What follows belongs to an exercise in optimizing a design on an open flow for small area and a short achievable clock period; a production flow would make more cautious choices.
Power and IR drop assume default switching activity.

## oak
==> module data_memory_responder, before the edit <==
module data_memory_responder #(
    parameter int DEPTH_LOG2 = 6,
    parameter int LATENCY    = 2
) (
    input  logic        clk,
    input  logic        reset,
    input  logic        req,
    input  logic        we,
    input  logic [31:0] addr,
    input  logic [31:0] wdata,
    output logic        ready,
    output logic [31:0] rdata,
    output logic        err,
    output logic        busy
);
    localparam int N   = 64;    
    localparam int NWT = 16;    
    localparam int NRT = 22;    
    logic unused_addr_bits;
    assign unused_addr_bits = &{1'b0, addr[31:8], LATENCY[0], DEPTH_LOG2[0]};
    logic busy_q, idle_q, a0, a1, a2, ready_q;
    logic acc;
    assign acc = reset && idle_q && req;
    always_ff @(posedge clk or negedge reset) begin
        if (!reset) begin
            busy_q  <= 1'b0;
            idle_q  <= 1'b1;
            a0      <= 1'b0;
            a1      <= 1'b0;
            a2      <= 1'b0;
            ready_q <= 1'b0;
        end else begin
            busy_q  <= busy_q ? !ready_q : req;
            idle_q  <= busy_q ? ready_q : !req;
            a0      <= idle_q && req;
            a1      <= a0;
            a2      <= a1;
            ready_q <= a2;
        end
    end
    logic        lat_we;
    logic [7:0]  lat_addr;
    logic [31:0] lat_wdata;
    logic        err_q;
    always_ff @(posedge clk) begin
        if (idle_q) begin
            lat_we    <= we;
            lat_addr  <= addr[7:0];
            lat_wdata <= wdata;
            err_q     <= (addr[1:0] != 2'b00);
        end
    end
    logic [5:0] ph;
    always_ff @(posedge clk) ph <= ph + 6'd1;
    logic [5:0] pos_new, pos_lat, pos;
    logic       st, ld, mis;
    assign pos_new = addr[7:2] + ph;
    assign pos_lat = lat_addr[7:2] + ph;
    assign pos     = idle_q ? pos_new : pos_lat;
    assign st  = idle_q ? (acc && we && addr[1:0] == 2'b00)
                        : ((a0 || a1 || a2) && lat_we && lat_addr[1:0] == 2'b00);
    assign ld  = idle_q ? (acc && !we && addr[1:0] == 2'b00)
                        : ((a0 || a1) && !lat_we && lat_addr[1:0] == 2'b00);
    assign mis = acc && addr[1:0] != 2'b00;
    logic [NWT-1:0] wen;
    always_ff @(posedge clk) begin
        for (int j = 0; j < NWT; j++) wen[j] <= st && pos == 6'(4*j - 2);
    end
    logic [31:0] ring [N];
    always_ff @(posedge clk) begin
        for (int p = 0; p < N; p++) begin
            if (p % 4 == 0 && wen[p/4]) ring[p] <= lat_wdata;
            else                        ring[p] <= ring[(p + N - 1) % N];
        end
    end
    logic [NRT-1:0] rsel;
    logic           cap;
    always_ff @(posedge clk) begin
        for (int j = 0; j < NRT; j++) rsel[j] <= ld && pos == 6'(3*j - 1);
    end
    always_ff @(posedge clk or negedge reset) begin
        if (!reset) cap <= 1'b0;
        else        cap <= mis || (ld && (pos % 3 == 2 || pos == 6'd63));
    end
    logic [31:0] rd_mux;
    always_comb begin
        rd_mux = 32'h0;
        for (int j = 0; j < NRT; j++) rd_mux = rd_mux | ({32{rsel[j]}} & ring[3*j]);
    end
    logic        clr;
    logic [31:0] rdata_q;
    always_ff @(posedge clk or negedge reset) begin
        if (!reset) clr <= 1'b1;
        else        clr <= 1'b0;
    end
    always_ff @(posedge clk) begin
        if (clr)      rdata_q <= 32'h0;
        else if (cap) rdata_q <= rd_mux;
    end
    assign ready = ready_q;
    assign busy  = busy_q;
    assign rdata = rdata_q;
    assign err   = err_q;
endmodule
==> flow/config.mk <==
export PLATFORM = sky130hd
export DESIGN_NAME = data_memory_responder
export DESIGN_NICKNAME = data_memory_responder
export VERILOG_FILES = /design/flow/design.v
export SDC_FILE = /design/flow/constraint.sdc
export NUM_CORES = 4
export LEC_CHECK = 0
export CAP_MARGIN = 20
export CORE_MARGIN = 2
export CORE_UTILIZATION = 70
export CTS_CLUSTER_DIAMETER = 80
export CTS_CLUSTER_SIZE = 30
export SETUP_SLACK_MARGIN = 2.8
export SLEW_MARGIN = 20
==> flow/constraint.sdc <==
create_clock -name core_clock -period 4.5 [get_ports {clk}]
set_input_delay 0.9000 -clock core_clock [delete_from_list [all_inputs] [get_ports {clk}]]
set_output_delay 0.9000 -clock core_clock [all_outputs]
set_load 0.01 [all_outputs]
run.sh (not shown) runs the stock make flow with config.mk's settings and CLKGATE_MAP_FILE= SYNTH_SCRIPT=/design/flow/synth_recipe.tcl, a recipe that flattens the netlist after the stock synthesis.
Complete run, failing final checks: oak, reason setup timing.
Here is what was changed in the inputs of pine compared with oak.
==> flow/design.v <==
module data_memory_responder #(
    parameter int DEPTH_LOG2 = 6,
    parameter int LATENCY    = 2
) (
    input  logic        clk,
    input  logic        reset,
    input  logic        req,
    input  logic        we,
    input  logic [31:0] addr,
    input  logic [31:0] wdata,
    output logic        ready,
    output logic [31:0] rdata,
    output logic        err,
    output logic        busy
);
    localparam int N   = 64;    
    localparam int NWT = 16;    
    localparam int NRT = 22;    
    logic unused_addr_bits;
    assign unused_addr_bits = &{1'b0, addr[31:8], LATENCY[0], DEPTH_LOG2[0]};
    logic busy_q, idle_q, a0, a1, a2, ready_q;
    logic acc;
    assign acc = reset && idle_q && req;
    always_ff @(posedge clk or negedge reset) begin
        if (!reset) begin
            busy_q  <= 1'b0;
            idle_q  <= 1'b1;
            a0      <= 1'b0;
            a1      <= 1'b0;
            a2      <= 1'b0;
            ready_q <= 1'b0;
        end else begin
            busy_q  <= busy_q ? !ready_q : req;
            idle_q  <= busy_q ? ready_q : !req;
            a0      <= idle_q && req;
            a1      <= a0;
            a2      <= a1;
            ready_q <= a2;
        end
    end
    logic        lat_we;
    logic [7:0]  lat_addr;
    logic [31:0] lat_wdata;
    logic        err_q;
    always_ff @(posedge clk) begin
        if (idle_q) begin
            lat_we    <= we;
            lat_addr  <= addr[7:0];
            lat_wdata <= wdata;
            err_q     <= (addr[1:0] != 2'b00);
        end
    end
    logic [5:0] ph;
    always_ff @(posedge clk) ph <= ph + 6'd1;
    logic [5:0] pos_new, pos_lat;
    logic       st_new, st_lat, ld_new, ld_lat, mis;
    assign pos_new = addr[7:2] + ph;
    assign pos_lat = lat_addr[7:2] + ph;
    assign st_new = acc && we && addr[1:0] == 2'b00;
    assign st_lat = (a0 || a1 || a2) && lat_we && lat_addr[1:0] == 2'b00;
    assign ld_new = acc && !we && addr[1:0] == 2'b00;
    assign ld_lat = (a0 || a1) && !lat_we && lat_addr[1:0] == 2'b00;
    assign mis = acc && addr[1:0] != 2'b00;
    logic hit_new, hit_lat;
    always_comb begin
        hit_new = 1'b0;
        hit_lat = 1'b0;
        for (int j = 0; j < NRT; j++) begin
            hit_new = hit_new || pos_new == 6'(3*j - 1);
            hit_lat = hit_lat || pos_lat == 6'(3*j - 1);
        end
    end
    logic [NWT-1:0] wen;
    always_ff @(posedge clk) begin
        for (int j = 0; j < NWT; j++)
            wen[j] <= (st_new && pos_new == 6'(4*j - 2)) || (st_lat && pos_lat == 6'(4*j - 2));
    end
    logic [31:0] ring [N];
    always_ff @(posedge clk) begin
        for (int p = 0; p < N; p++) begin
            if (p % 4 == 0 && wen[p/4]) ring[p] <= lat_wdata;
            else                        ring[p] <= ring[(p + N - 1) % N];
        end
    end
    logic [NRT-1:0] rsel;
    logic           cap;
    always_ff @(posedge clk) begin
        for (int j = 0; j < NRT; j++)
            rsel[j] <= (ld_new && pos_new == 6'(3*j - 1)) || (ld_lat && pos_lat == 6'(3*j - 1));
    end
    always_ff @(posedge clk or negedge reset) begin
        if (!reset) cap <= 1'b0;
        else        cap <= mis || (ld_new && hit_new) || (ld_lat && hit_lat);
    end
    logic [31:0] rd_mux;
    always_comb begin
        rd_mux = 32'h0;
        for (int j = 0; j < NRT; j++) rd_mux = rd_mux | ({32{rsel[j]}} & ring[3*j]);
    end
    logic        clr;
    logic [31:0] rdata_q;
    always_ff @(posedge clk or negedge reset) begin
        if (!reset) clr <= 1'b1;
        else        clr <= 1'b0;
    end
    always_ff @(posedge clk) begin
        if (clr)      rdata_q <= 32'h0;
        else if (cap) rdata_q <= rd_mux;
    end
    assign ready = ready_q;
    assign busy  = busy_q;
    assign rdata = rdata_q;
    assign err   = err_q;
endmodule
==> notes.md <==
- Looking at slowest cell on the critical path, the o41ai_4 result is from pine; the dfstp_4 one comes from oak.
- Compared with oak, pine shows utilization higher by 2.3 points.
- pine: total global-route track usage 1.7 points above oak
- Compared with oak, pine shows area after synthesis higher by 0.95%.
- The run showing the smaller worst hold slack is pine.
- The clock power in pine was higher than what oak gave.
- Relative to oak, met3 demand-to-capacity share in global routing has increased by 0.71 points in pine.
- Re detailed-route DRC error count: no difference whatsoever between oak and pine.
- [compare] base=oak new=pine: final area now larger; worst setup slack after layout now larger; total cell area at the placement stage now larger; synthesized cell count now larger.
- Every run in oak and pine closed cleanly, with the single exception of oak.
- From the logs: oak reached the end of the flow and failed the layout checks with setup timing.
Function was not checked in any run of this note: the RTL went through the layout flow alone.

## what the ideal ports hide
In the flow no input, the clock included, has a driving cell. The finished layouts below were timed again as built, in two steps.
Step 1 (the two cells are an assumption about what drives the block):
set clk [get_ports {clk}]
set_driving_cell -lib_cell sky130_fd_sc_hd__clkbuf_16 $clk
set_driving_cell -lib_cell sky130_fd_sc_hd__buf_2 [delete_from_list [all_inputs] $clk]
Step 2 moves the port delays by t, midway between the first and last clock arrival at a register: inputs arrive t later, outputs are due t later. That takes back most of the time a late clock gives input paths.
Three values: ideal, step 1, step 2; two values: the first two.
| run | t, ns | setup WS [ns] | worst setup path after step 2 | clock arrival spread, ns | cell pins on the clock port's net |
|---|---|---|---|---|---|
| oak | 0.734 | -0.389 / -0.389 / -1.032 | input to register | 0.030 / 0.030 | 1 |
| pine | 0.746 | 1.636 / 1.636 / 1.111 | input to register | 0.035 / 0.035 | 1 |
For oak, which loses most, drivers alone change the setup slack by 0.000 ns; drivers and shift together by -0.643 ns.
